Context: an optimization exercise on an open-source flow, tuned for small area, a short achievable clock period and few clock cycles per item. The choices shown serve that exercise and are no tape-out recipe. Where RTL was checked, it was by simulation tests only, not by an equivalence proof against the original.

## the reference run
==> flow/design.v <==
module temperature_calculator (
  input  logic               clk,
  input  logic               rst_n,
  input  logic               start,
  input  logic [31:0]        tc_base,
  input  logic [7:0]         tc_ref,
  input  logic [15:0]        adc_data,
  output logic               busy,
  output logic               done,
  output logic               div_zero,
  output logic signed [31:0] tempc
);
  logic [31:0] p;       
  logic [15:0] r;       
  logic [17:0] x;       
  logic [16:0] m3;      
  logic [15:0] a;       
  logic [7:0]  hl;      
  logic [5:0]  kb;      
  logic [3:0]  sh;      
  logic [3:0]  cnt;     
  logic        ph;      
  logic        first;   
  logic        second;  
  logic        last;    
  logic        sgn;
  logic        ovf;     
  assign tempc = p;
  logic [14:0] mag_in;
  logic [5:0]  bl_base;
  logic [3:0]  sref;
  logic [3:0]  rh_in, rl_in;
  logic        base_zero, ref_zero, mag_zero;
  logic [31:0] p_in;
  assign mag_in    = adc_data[14:0];
  assign rh_in     = tc_ref[7:4];
  assign rl_in     = tc_ref[3:0];
  assign base_zero = (tc_base == 32'd0);
  assign ref_zero  = (tc_ref == 8'd0);
  assign mag_zero  = (mag_in == 15'd0);
  always_comb begin
    bl_base = 6'd0;
    for (int i = 0; i < 32; i++) if (tc_base[i]) bl_base = 6'(i + 1);
    if      (tc_ref >= 8'd182) sref = 4'd0;
    else if (tc_ref >= 8'd128) sref = 4'd1;
    else if (tc_ref >= 8'd91)  sref = 4'd2;
    else if (tc_ref >= 8'd64)  sref = 4'd3;
    else if (tc_ref >= 8'd46)  sref = 4'd4;
    else if (tc_ref >= 8'd32)  sref = 4'd5;
    else if (tc_ref >= 8'd23)  sref = 4'd6;
    else if (tc_ref >= 8'd16)  sref = 4'd7;
    else if (tc_ref >= 8'd12)  sref = 4'd8;
    else if (tc_ref >= 8'd8)   sref = 4'd9;
    else if (tc_ref >= 8'd6)   sref = 4'd10;
    else if (tc_ref >= 8'd4)   sref = 4'd11;
    else if (tc_ref >= 8'd3)   sref = 4'd12;
    else if (tc_ref >= 8'd2)   sref = 4'd13;
    else                       sref = 4'd15;
    if (ref_zero)
      p_in = mag_zero ? 32'd0 : (adc_data[15] ? 32'h8000_0001 : 32'h7FFF_FFFF);
    else
      p_in = tc_base;
  end
  logic [16:0] pp0, pp1;
  logic [18:0] s;
  always_comb begin
    case (p[1:0])
      2'd0:    pp0 = 17'd0;
      2'd1:    pp0 = {2'd0, x[14:0]};
      2'd2:    pp0 = {1'd0, x[14:0], 1'b0};
      default: pp0 = m3;
    endcase
    case (p[3:2])
      2'd0:    pp1 = 17'd0;
      2'd1:    pp1 = {2'd0, x[14:0]};
      2'd2:    pp1 = {1'd0, x[14:0], 1'b0};
      default: pp1 = m3;
    endcase
  end
  assign s = {4'b0, first ? 15'd0 : r[14:0]} + {2'b0, pp0} + {pp1, 2'b0};
  logic [17:0] bsum;
  assign bsum = {2'd0, a} + (second ? {5'd0, hl, 5'd0} : {1'b0, a, 1'b0});
  logic [6:0] k_raw;
  logic [3:0] nst;
  assign k_raw = {1'b0, kb} + {3'd0, sh};
  always_comb begin
    if (k_raw > 7'd28)      nst = 4'd8;
    else if (k_raw <= 7'd12) nst = 4'd3;
    else                    nst = 4'((k_raw + 7'd3) >> 2);
  end
  logic [17:0] t;
  logic [18:0] d1, d2, d3;
  assign t  = {r, p[31:30]};
  assign d1 = {1'b0, t} - {3'b0, a};
  assign d2 = {1'b0, t} - {2'b0, a, 1'b0};
  assign d3 = {1'b0, t} - {1'b0, x};
  logic [1:0]  dig;
  logic [15:0] rn;
  always_comb begin
    if (!d3[18])      begin dig = 2'd3; rn = d3[15:0]; end
    else if (!d2[18]) begin dig = 2'd2; rn = d2[15:0]; end
    else if (!d1[18]) begin dig = 2'd1; rn = d1[15:0]; end
    else              begin dig = 2'd0; rn = t[15:0];  end
  end
  logic [31:0] satval, fin;
  logic [29:0] pneg;
  logic        sat;
  assign satval = sgn ? 32'h8000_0001 : 32'h7FFF_FFFF;
  assign pneg   = ~p[29:0] + 30'd1;
  assign sat    = ovf || p[29];
  always_comb begin
    if (sat)            fin = satval;
    else if (!sgn)      fin = {p[29:0], dig};
    else if (d1[18])    fin = {pneg, 2'b00};                
    else                fin = {~p[29:0], 2'(~dig + 2'd1)};
  end
  logic start_ok, run;
  assign start_ok = start && !busy;
  assign run      = busy && !done;
  always_ff @(posedge clk) begin
    r <= ph ? rn : {1'b0, s[18:4]};
  end
  always_ff @(posedge clk) begin
    if (start_ok) begin
      x     <= {3'd0, mag_in};
      m3    <= {2'd0, mag_in} + {1'd0, mag_in, 1'b0};
      a     <= {8'(rh_in) * 8'(rh_in), 8'(rl_in) * 8'(rl_in)};
      hl    <= tc_ref;
      second <= 1'b0;
      kb    <= bl_base;
      sh    <= sref;
      sgn   <= adc_data[15];
      ovf   <= 1'b0;
      ph    <= 1'b0;
      first <= 1'b1;
      cnt   <= 4'd0;
    end else if (run) begin
      if (!ph) begin
        first  <= 1'b0;
        second <= first;
        cnt    <= cnt + 4'd1;
        if (first) begin
          hl <= 8'(hl[7:4]) * 8'(hl[3:0]);
          kb <= {2'd0, nst};
        end else if (second) begin
          a  <= bsum[15:0];
        end else if (cnt + 4'd1 == kb[3:0]) begin
          ph   <= 1'b1;
          x    <= bsum;
          cnt  <= 4'({kb[3:0], 1'b0} - 5'd1);
          last <= 1'b0;
        end
      end else begin
        cnt  <= cnt - 4'd1;
        last <= (cnt == 4'd1);
        ovf  <= ovf || (r >= a);
      end
    end
  end
  always_ff @(posedge clk or negedge rst_n) begin
    if (!rst_n) begin
      busy     <= 1'b0;
      done     <= 1'b0;
      div_zero <= 1'b0;
      p        <= 32'd0;
    end else if (!busy) begin
      busy <= start;
      if (start) begin
        div_zero <= ref_zero;
        p        <= p_in;
        done     <= base_zero || ref_zero;
      end
    end else if (done) begin
      busy <= 1'b0;
      done <= 1'b0;
    end else if (!ph) begin
      p <= {s[3:0], p[31:4]};
    end else if (last) begin
      p    <= fin;
      done <= 1'b1;
    end else begin
      p <= {p[29:0], dig};
    end
  end
endmodule
clock: 8.5 ns
lec_check: 0
cap_margin: 20
core_margin: 2
core_utilization: 40
setup_slack_margin: 5
slew_margin: 20
standard.sh (not shown) runs the stock make flow with config.mk's settings and CLKGATE_MAP_FILE= SYNTH_SCRIPT=/design/flow/synth_recipe.tcl, a recipe that flattens the netlist after the stock synthesis.
==> flow/flow/run.sh <==
#!/bin/bash
# Standard layout with buf_4 port buffers.
export BUFFER_PORTS_ARGS="-buffer_cell sky130_fd_sc_hd__buf_4"
bash standard.sh > standard_run.log 2>&1
The inputs of the trial run differ from those of the reference run as listed below.
--- a/flow/design.v
+++ b/flow/design.v
@@ -24,7 +24,6 @@
   logic        second;  
   logic        last;    
   logic        sgn;
-  logic        ovf;     
   assign tempc = p;
   logic [14:0] mag_in;
   logic [5:0]  bl_base;
@@ -107,7 +106,7 @@
   logic        sat;
   assign satval = sgn ? 32'h8000_0001 : 32'h7FFF_FFFF;
   assign pneg   = ~p[29:0] + 30'd1;
-  assign sat    = ovf || p[29];
+  assign sat    = p[29];
   always_comb begin
     if (sat)            fin = satval;
     else if (!sgn)      fin = {p[29:0], dig};
@@ -130,7 +129,6 @@
       kb    <= bl_base;
       sh    <= sref;
       sgn   <= adc_data[15];
-      ovf   <= 1'b0;
       ph    <= 1'b0;
       first <= 1'b1;
       cnt   <= 4'd0;
@@ -153,7 +151,6 @@
       end else begin
         cnt  <= cnt - 4'd1;
         last <= (cnt == 4'd1);
-        ovf  <= ovf || (r >= a);
       end
     end
   end
Notes after the runs:
Simple logic cell fraction of the synthesized area (higher): the trial run. Cell depth of the worst min-delay path came out exactly the same in the trial run and the reference run. Of the trial run and the reference run, the run reporting the lower hold slack was the reference run. On total routing resource utilization after global routing, the lower figure sits with the trial run, not the reference run. The setup slack of the trial run is larger than that of the reference run. Routed wire length improves in the trial run relative to the reference run. The trial run reports its top layer used by detailed routing as met5 while the reference run reports met4. Count of clock-buffer cells in the layout, the trial run and the reference run: higher on the reference run. Compared with the reference run, in the trial run post-route cell area went down by about 2%; placed instance count lost 11. The trial run — number of cells produced by synthesis about 0.56% lower, the reference run as reference.
No functional check of the RTL was part of any run of this note.

* * *

== fjord ==
Another version of the RTL of temperature_calculator (not shown whole).
Size in the first run: roughly 1,800 cells after synthesis, ~0.014 sq mm of cells after synthesis.
==> module temperature_calculator, before the edit <==
module temperature_calculator (
  input  logic               clk,
  input  logic               rst_n,
  input  logic               start,
  input  logic [31:0]        tc_base,
  input  logic [7:0]         tc_ref,
  input  logic [15:0]        adc_data,
  output logic               busy,
  output logic               done,
  output logic               div_zero,
  output logic signed [31:0] tempc
);
  logic [31:0] p;       
  logic [15:0] r;       
  logic [17:0] x;       
  logic [16:0] m3;      
  logic [15:0] a;       
  logic [7:0]  hl;      
  logic [5:0]  kb;      
  logic [3:0]  sh;      
  logic [3:0]  cnt;     
  logic        ph;      
  logic        first;   
  logic        fdiv;    
  logic        satf;    
  logic        last;    
  logic        sgn;
  assign tempc = p;
  logic [14:0] mag_in;
  logic [5:0]  bl_base;
  logic [3:0]  sref;
  logic [3:0]  rh_in, rl_in;
  logic        base_zero, ref_zero, mag_zero;
  logic [31:0] p_in;
  assign mag_in    = adc_data[14:0];
  assign rh_in     = tc_ref[7:4];
  assign rl_in     = tc_ref[3:0];
  assign base_zero = (tc_base == 32'd0);
  assign ref_zero  = (tc_ref == 8'd0);
  assign mag_zero  = (mag_in == 15'd0);
  always_comb begin
    bl_base = 6'd0;
    for (int i = 0; i < 32; i++) if (tc_base[i]) bl_base = 6'(i + 1);
    if      (tc_ref >= 8'd182) sref = 4'd0;
    else if (tc_ref >= 8'd128) sref = 4'd1;
    else if (tc_ref >= 8'd91)  sref = 4'd2;
    else if (tc_ref >= 8'd64)  sref = 4'd3;
    else if (tc_ref >= 8'd46)  sref = 4'd4;
    else if (tc_ref >= 8'd32)  sref = 4'd5;
    else if (tc_ref >= 8'd23)  sref = 4'd6;
    else if (tc_ref >= 8'd16)  sref = 4'd7;
    else if (tc_ref >= 8'd12)  sref = 4'd8;
    else if (tc_ref >= 8'd8)   sref = 4'd9;
    else if (tc_ref >= 8'd6)   sref = 4'd10;
    else if (tc_ref >= 8'd4)   sref = 4'd11;
    else if (tc_ref >= 8'd3)   sref = 4'd12;
    else if (tc_ref >= 8'd2)   sref = 4'd13;
    else                       sref = 4'd15;
    if (ref_zero)
      p_in = mag_zero ? 32'd0 : (adc_data[15] ? 32'h8000_0001 : 32'h7FFF_FFFF);
    else
      p_in = tc_base;
  end
  logic [16:0] pp0, pp1;
  logic [18:0] s;
  always_comb begin
    case (p[1:0])
      2'd0:    pp0 = 17'd0;
      2'd1:    pp0 = {2'd0, x[14:0]};
      2'd2:    pp0 = {1'd0, x[14:0], 1'b0};
      default: pp0 = m3;
    endcase
    case (p[3:2])
      2'd0:    pp1 = 17'd0;
      2'd1:    pp1 = {2'd0, x[14:0]};
      2'd2:    pp1 = {1'd0, x[14:0], 1'b0};
      default: pp1 = m3;
    endcase
  end
  assign s = {4'b0, r[14:0]} + {2'b0, pp0} + {pp1, 2'b0};
  logic [17:0] bsum;
  assign bsum = {2'd0, a} + (first ? {5'd0, hl, 5'd0} : {1'b0, a, 1'b0});
  logic [6:0] k_raw;
  logic [3:0] nst;
  assign k_raw = {1'b0, kb} + {3'd0, sh};
  always_comb begin
    if (k_raw > 7'd28)      nst = 4'd8;
    else if (k_raw <= 7'd8) nst = 4'd2;
    else                    nst = 4'((k_raw + 7'd3) >> 2);
  end
  logic sat_early;
  assign sat_early = (x[14] && k_raw >= 7'd34) || (x[13] && k_raw >= 7'd35);
  logic [17:0] t;
  logic [18:0] d1, d2, d3;
  assign t  = {r, p[31:30]};
  assign d1 = {1'b0, t} - {3'b0, a};
  assign d2 = {1'b0, t} - {2'b0, a, 1'b0};
  assign d3 = {1'b0, t} - {1'b0, x};
  logic [1:0]  dig;
  logic [15:0] rn;
  always_comb begin
    if (!d3[18])      begin dig = 2'd3; rn = d3[15:0]; end
    else if (!d2[18]) begin dig = 2'd2; rn = d2[15:0]; end
    else if (!d1[18]) begin dig = 2'd1; rn = d1[15:0]; end
    else              begin dig = 2'd0; rn = t[15:0];  end
  end
  logic [31:0] satval, fin;
  logic [29:0] pneg;
  logic        sat;
  assign satval = sgn ? 32'h8000_0001 : 32'h7FFF_FFFF;
  assign pneg   = ~p[29:0] + 30'd1;
  assign sat    = p[29] || satf;
  always_comb begin
    if (sat)            fin = satval;
    else if (!sgn)      fin = {p[29:0], dig};
    else if (d1[18])    fin = {pneg, 2'b00};                
    else                fin = {~p[29:0], 2'(~dig + 2'd1)};
  end
  logic start_ok, run;
  assign start_ok = start && !busy;
  assign run      = busy && !done;
  always_ff @(posedge clk) begin
    if (start_ok) begin
      r     <= 16'd0;
      x     <= {3'd0, mag_in};
      m3    <= {2'd0, mag_in} + {1'd0, mag_in, 1'b0};
      a     <= {8'(rh_in) * 8'(rh_in), 8'(rl_in) * 8'(rl_in)};
      hl    <= 8'(rh_in) * 8'(rl_in);
      kb    <= bl_base;
      fdiv  <= 1'b0;
      satf  <= 1'b0;
      sh    <= sref;
      sgn   <= adc_data[15];
      ph    <= 1'b0;
      first <= 1'b1;
      cnt   <= 4'd0;
    end else if (run) begin
      if (!ph) begin
        r     <= {1'b0, s[18:4]};
        first <= 1'b0;
        cnt   <= cnt + 4'd1;
        if (first) begin
          a  <= bsum[15:0];
          kb <= {2'd0, nst};
          if (sat_early) begin
            ph   <= 1'b1;
            satf <= 1'b1;
            last <= 1'b1;
          end
        end else if (cnt + 4'd1 == kb[3:0]) begin
          ph   <= 1'b1;
          fdiv <= (kb[3:0] == 4'd8);
          x    <= bsum;
          cnt  <= 4'({kb[3:0], 1'b0} - 5'd1);
          last <= 1'b0;
        end
      end else begin
        r    <= rn;
        cnt  <= cnt - 4'd1;
        fdiv <= 1'b0;
        satf <= fdiv && !d2[18];
        last <= (cnt == 4'd1) || (fdiv && !d2[18]);
      end
    end
  end
  always_ff @(posedge clk or negedge rst_n) begin
    if (!rst_n) begin
      busy     <= 1'b0;
      done     <= 1'b0;
      div_zero <= 1'b0;
      p        <= 32'd0;
    end else if (!busy) begin
      busy <= start;
      if (start) begin
        div_zero <= ref_zero;
        p        <= p_in;
        done     <= base_zero || ref_zero;
      end
    end else if (done) begin
      busy <= 1'b0;
      done <= 1'b0;
    end else if (!ph) begin
      p <= {s[3:0], p[31:4]};
    end else if (last) begin
      p    <= fin;
      done <= 1'b1;
    end else begin
      p <= {p[29:0], dig};
    end
  end
endmodule
Settings: LEC_CHECK=0, CAP_MARGIN=20, CORE_MARGIN=2, CORE_UTILIZATION=40, CTS_BUF_LIST=sky130_fd_sc_hd__clkbuf_4 sky130_fd_sc_hd__clkbuf_8, SETUP_SLACK_MARGIN=5, SLEW_MARGIN=20; clock period 8.5 ns.
Scripts as last shown in full above: flow/flow/run.sh
Testbench counts of fjord, summed over its fixed seeds: cycles 10,650, items 960.
### fjord -> amber
--- a/flow/design.v
+++ b/flow/design.v
@@ -18,17 +18,21 @@
   logic [7:0]  hl;      
   logic [5:0]  kb;      
   logic [3:0]  sh;      
   logic [3:0]  cnt;     
   logic        ph;      
   logic        first;   
+  logic [2:0]  sa, sb;  
   logic        fdiv;    
   logic        satf;    
   logic        last;    
   logic        sgn;
   assign tempc = p;
+  function automatic logic [2:0] onehot3(input logic [1:0] v);
+    onehot3 = {v == 2'd3, v == 2'd2, v == 2'd1};
+  endfunction
   logic [14:0] mag_in;
   logic [5:0]  bl_base;
   logic [3:0]  sref;
   logic [3:0]  rh_in, rl_in;
   logic        base_zero, ref_zero, mag_zero;
   logic [31:0] p_in;
@@ -61,24 +65,16 @@
     else
       p_in = tc_base;
   end
   logic [16:0] pp0, pp1;
   logic [18:0] s;
   always_comb begin
-    case (p[1:0])
-      2'd0:    pp0 = 17'd0;
-      2'd1:    pp0 = {2'd0, x[14:0]};
-      2'd2:    pp0 = {1'd0, x[14:0], 1'b0};
-      default: pp0 = m3;
-    endcase
-    case (p[3:2])
-      2'd0:    pp1 = 17'd0;
-      2'd1:    pp1 = {2'd0, x[14:0]};
-      2'd2:    pp1 = {1'd0, x[14:0], 1'b0};
-      default: pp1 = m3;
-    endcase
+    pp0 = ({17{sa[0]}} & {2'd0, x[14:0]}) | ({17{sa[1]}} & {1'd0, x[14:0], 1'b0})
+        | ({17{sa[2]}} & m3);
+    pp1 = ({17{sb[0]}} & {2'd0, x[14:0]}) | ({17{sb[1]}} & {1'd0, x[14:0], 1'b0})
+        | ({17{sb[2]}} & m3);
   end
   assign s = {4'b0, r[14:0]} + {2'b0, pp0} + {pp1, 2'b0};
   logic [17:0] bsum;
   assign bsum = {2'd0, a} + (first ? {5'd0, hl, 5'd0} : {1'b0, a, 1'b0});
   logic [6:0] k_raw;
   logic [3:0] nst;
@@ -124,24 +120,28 @@
       r     <= 16'd0;
       x     <= {3'd0, mag_in};
       m3    <= {2'd0, mag_in} + {1'd0, mag_in, 1'b0};
       a     <= {8'(rh_in) * 8'(rh_in), 8'(rl_in) * 8'(rl_in)};
       hl    <= 8'(rh_in) * 8'(rl_in);
       kb    <= bl_base;
+      sa    <= onehot3(tc_base[1:0]);
+      sb    <= onehot3(tc_base[3:2]);
       fdiv  <= 1'b0;
       satf  <= 1'b0;
       sh    <= sref;
       sgn   <= adc_data[15];
       ph    <= 1'b0;
       first <= 1'b1;
       cnt   <= 4'd0;
     end else if (run) begin
       if (!ph) begin
         r     <= {1'b0, s[18:4]};
         first <= 1'b0;
         cnt   <= cnt + 4'd1;
+        sa    <= onehot3(p[5:4]);
+        sb    <= onehot3(p[7:6]);
         if (first) begin
           a  <= bsum[15:0];
           kb <= {2'd0, nst};
           if (sat_early) begin
             ph   <= 1'b1;
             satf <= 1'b1;
[summary]
- amber vs fjord — first-pass GRT wire length dropped slightly
- amber ended up with sky130_fd_sc_hd__nor2_1 as its most common cell after layout, fill and taps aside; fjord ended up with sky130_fd_sc_hd__nand2_1.
- Comparing maximum number of pins on one net before global-route repair for amber and fjord, the bigger number came from amber.
- amber ended with more net count reported at finish than fjord.
- Clock buffer instance count of the final layout, amber and fjord, lower one = amber.
- Summary of amber over fjord: multi-input gate share of total cell area shows a reduction of 0.50 points; final cell count shows an increase of about 0.7%; synthesized area shows an increase of 1.7%.
- Every stage of the flow completed for amber, and the final layout passed the timing, DRC and antenna checks.
- In the flow results for amber and fjord, the setup slack is larger on amber.
- In the metrics for amber and fjord, the one carrying the lower normalized max-slew margin is fjord.
- Diff fjord -> amber | final hold slack | increase of 16 ps
- First element of the critical path: sa[0]$_DFFE_PP_ -> amber, p[0]$_DFFE_PN0P_ -> fjord
Testbench counts of amber, summed over its fixed seeds: cycles 10,650, items 960.

## static timing again, ports no longer ideal
In the flow no input, the clock included, has a driving cell. The finished layouts below were timed again as built, in two steps.
Step 1 sets driving cells, clkbuf_16 on the clock port and buf_2 on the other inputs (assumed; they add their load-dependent delay and slew).
Step 2 moves the port delays by t, midway between the first and last clock arrival at a register: inputs arrive t later, outputs are due t later. That takes back most of the time a late clock gives input paths.
Three values: no drivers, after step 1, after step 2; two values: the first two.
run	shift t [ns]	slack for setup (ns)	hold slack, ns
the reference run	0.493	4.716 / 4.716 / 4.516	0.476 / 0.476 / 0.476
the trial run	0.485	4.756 / 4.756 / 4.591	0.487 / 0.487 / 0.487
fjord	0.529	4.730 / 4.730 / 4.446	0.455 / 0.455 / 0.455
amber	0.534	4.863 / 4.863 / 4.443	0.471 / 0.471 / 0.471
After both steps setup and hold are still met in every run listed. For amber, which loses most, drivers alone change the setup slack by 0.000 ns; drivers and shift together by -0.420 ns.
